Context: an optimization exercise on an open-source flow, tuned for small area and few clock cycles. The choices shown serve that exercise and are no tape-out recipe. The RTL was checked by simulation tests, not by an equivalence proof against the original design. Power figures rest on the tool's default switching activity, not on a simulated workload.

Setup of run 1:
==> flow/design.v (excerpt) <==
module min_max_column_decimator_top (
    input  wire logic                                i_clk,
    input  wire logic                                i_rst_n,
    input  wire logic                                i_cfg_we,
    input  wire logic [mmcd_pkg::CFG_IDX_BITS-1:0]   i_cfg_idx,
    input  wire logic [mmcd_pkg::CFG_DATA_BITS-1:0]  i_cfg_data,
    input  wire logic                                i_sample_valid,
    output      logic                                o_sample_ready,
    input  wire logic [mmcd_pkg::SAMPLE_BITS-1:0]    i_sample,
    output      logic                                o_result_valid,
    input  wire logic                                i_result_ready,
    output      logic [mmcd_pkg::COL_BITS-1:0]       o_result_column,
    output      logic [mmcd_pkg::SAMPLE_BITS-1:0]    o_result_low_peak,
    output      logic [mmcd_pkg::SAMPLE_BITS-1:0]    o_result_high_peak,
    output      logic                                o_result_run_last,
    output      logic                                o_result_frame_last
);
Size: roughly 770 cells after synthesis, roughly 130 flip-flops, ~95 I/O pins, about 0.0075 mm2 of cells after synthesis.
export LEC_CHECK = 0
export CAP_MARGIN = 20
export CORE_MARGIN = 2
export CORE_UTILIZATION = 40
export CTS_BUF_LIST = sky130_fd_sc_hd__clkbuf_4
export CTS_CLUSTER_SIZE = 6
export SLEW_MARGIN = 20
create_clock -name core_clock -period 10.0 [get_ports {i_clk}]
standard.sh (not shown) runs the stock make flow with config.mk's settings and CLKGATE_MAP_FILE= SYNTH_SCRIPT=/design/flow/synth_recipe.tcl, a recipe that flattens the netlist after the stock synthesis.
==> flow/flow/run.sh <==
#!/bin/bash
# The standard layout (the standard.sh: standard synthesis, floorplan, place, CTS, route),
# with one change: buffer_ports gives each input and output port a sky130_fd_sc_hd__buf_1
# rather than the default buffer cell. Make's full output goes to standard.log here; ORFS's own
# per-step logs stay under orfs/logs.
set -euo pipefail
export BUFFER_PORTS_ARGS="-buffer_cell sky130_fd_sc_hd__buf_1"
bash standard.sh > standard.log 2>&1
Per the final summary, run 1 finished and its layout is clean on timing, DRC and antenna.
Testbench counts of run 1, summed over its fixed seeds: cycles 149,558.
Edits applied to the flow inputs when going from run 1 to run 2:
Settings: changing CTS_CLUSTER_SIZE from 6 to 10.
==> run summary <==
[compare] base=run 1 new=run 2: ratio of routed vias to standard cells now sits at about the same level, sequential share of layout area now sits at about the same level.
Reported for run 1 and run 2, number of well taps turned out identical to the last digit.
diff inputs: run 2 => run 3
Settings: CTS_BUF_LIST changed from sky130_fd_sc_hd__clkbuf_4 to sky130_fd_sc_hd__clkbuf_8; CTS_CLUSTER_SIZE removed (was 10).
Findings:
Run 3 against run 2: switching share of power lower, proportion of cell area occupied by multi-input gates lower, flip-flop and latch power roughly the same, core utilization higher, detailed-route wire length higher.

Setup of run A:
Another version of the RTL of min_max_column_decimator_top (not shown whole).
Size: about 790 cells after synthesis, about 130 flip-flops.
Settings: LEC_CHECK=0, CAP_MARGIN=20, CORE_MARGIN=2, CORE_UTILIZATION=40, CTS_BUF_LIST=sky130_fd_sc_hd__clkbuf_4, CTS_CLUSTER_DIAMETER=20, SLEW_MARGIN=20; clock period 10.0 ns.
Scripts as last shown in full above: flow/flow/run.sh
The final layout from run A, which completed every stage, passed the timing, design-rule and antenna checks at the end of the flow.
Testbench counts of run A, summed over its fixed seeds: cycles 149,558.
## Diff of input files: run B against run A
- CTS_CLUSTER_DIAMETER no longer set, was 20
- CTS_BUF_LIST now sky130_fd_sc_hd__clkbuf_8, was sky130_fd_sc_hd__clkbuf_4
- CORE_UTILIZATION now 60, was 40
- PLACE_DENSITY now 0.75, previously not set
==> run summary <==
- The estimated power of run B ends up higher than the estimate for run A.
- Against run A, wire length of the first global-routing pass in run B came out better.
- The routed wire length in run B sits about 0.8% above the value recorded for run A.
- Looking only at final core area utilization, and setting everything else aside, the higher value of run A and run B goes to run B.
- In the final design statistics, run B uses fewer standard cells in total than run A.
- Clock insertion delay at the later pin of the skew report in run B is 0.10 ns lower than in run A
- Proportion of cell area spent on the clock network delta for run B relative to run A: 1.8 points higher
- Looking at buffer share of cell area, run B sits below run A.
- Going from run A to run B, total track usage +8.9 points, width of the die -about 18%.
## Diff of input files: run C against run B
- changing CORE_UTILIZATION from 60 to 40
- removing CTS_BUF_LIST (formerly sky130_fd_sc_hd__clkbuf_8)
- removing PLACE_DENSITY (formerly 0.75)
==> flow/flow/run.sh <==
#!/bin/bash
# The standard layout (the standard.sh: standard synthesis, floorplan, place, CTS, route),
# with two changes: buffer_ports gives each input and output port a sky130_fd_sc_hd__buf_1
# rather than the default buffer cell, and clock tree synthesis uses a clkbuf_16 at the root,
# clkbuf_8 inside the tree and clkbuf_4 at the register clusters. Make's full output goes to
# standard.log here; ORFS's own per-step logs stay under orfs/logs.
set -euo pipefail
export BUFFER_PORTS_ARGS="-buffer_cell sky130_fd_sc_hd__buf_1"
export CTS_ARGS="-sink_clustering_enable -repair_clock_nets -buf_list sky130_fd_sc_hd__clkbuf_4 -root_buf sky130_fd_sc_hd__clkbuf_16 -tree_buf sky130_fd_sc_hd__clkbuf_8 -sink_clustering_buffer sky130_fd_sc_hd__clkbuf_4"
bash standard.sh > standard.log 2>&1
## What came out
Relative to run B, the first-pass GRT wire length measured on run C has increased by a few percent.
The final reports for run C and run B show growth of design area from synthesis to finish higher in the former.
Floorplan row count: run B and run C compared, higher one is run C
Compared with run B, in run C power fell 3.0%; period utilization went down; sequential share of cell area lower.
Compared with run B, in run C cell count has increased, first-iteration DRC count has decreased.
### run C -> run D
- an added CTS_BUF_LIST of sky130_fd_sc_hd__clkbuf_8
==> flow/flow/run.sh <==
#!/bin/bash
# The standard layout (the standard.sh: standard synthesis, floorplan, place, CTS, route),
# with one change: buffer_ports gives each input and output port a sky130_fd_sc_hd__buf_1
# rather than the default buffer cell. Make's full output goes to standard.log here; ORFS's own
# per-step logs stay under orfs/logs.
set -euo pipefail
export BUFFER_PORTS_ARGS="-buffer_cell sky130_fd_sc_hd__buf_1"
bash standard.sh > standard.log 2>&1
[summary]
Re final total power: run D is 15 uW down on run C. For worst slack at placement, run D and run C come out practically identical. Compound-gate portion of the synthesized area came out exactly the same in run C and run D. Utilization: run C vs run D — no meaningful difference. ~same global-route wire length before repair in run C and run D.

-- what the ideal ports hide --
The flow's constraints put no driver on any port. The routed layouts listed below were extracted and timed again, unchanged, in two steps.
Step 1, drivers: a clkbuf_16 drives i_clk and a buf_2 each remaining input, both assumed.
Step 2, shift: input delay + t, output delay - t, t = (earliest + latest rising clock arrival at the registers) / 2. This alone moves slack from input paths to output paths.
Three values: ideal ports, drivers, drivers and shift; two values: the first two.
| run | t, ns | setup slack, ns | worst hold slack (ns) | worst setup path after step 2 |
|---|---|---|---|---|
| run 1 | 0.551 | 0.626 / 0.626 / 0.626 | 0.489 / 0.489 / 0.489 | register to register |
| run 2 | 0.551 | 0.626 / 0.626 / 0.626 | 0.489 / 0.489 / 0.489 | register to register |
| run 3 | 0.478 | 0.596 / 0.596 / 0.596 | 0.480 / 0.480 / 0.480 | register to register |
| run A | 0.575 | 1.208 / 1.191 / 0.615 | 0.455 / 0.455 / 0.455 | input to register |
| run B | 0.468 | 0.939 / 0.916 / 0.449 | 0.434 / 0.434 / 0.434 | input to register |
| run C | 0.413 | 1.027 / 1.017 / 0.604 | 0.443 / 0.443 / 0.443 | input to register |
| run D | 0.477 | 1.096 / 1.080 / 0.603 | 0.443 / 0.443 / 0.443 | input to register |
After both steps setup and hold are still met in every run listed. For run A, which loses most, drivers alone change the setup slack by -0.017 ns; drivers and shift together by -0.593 ns.
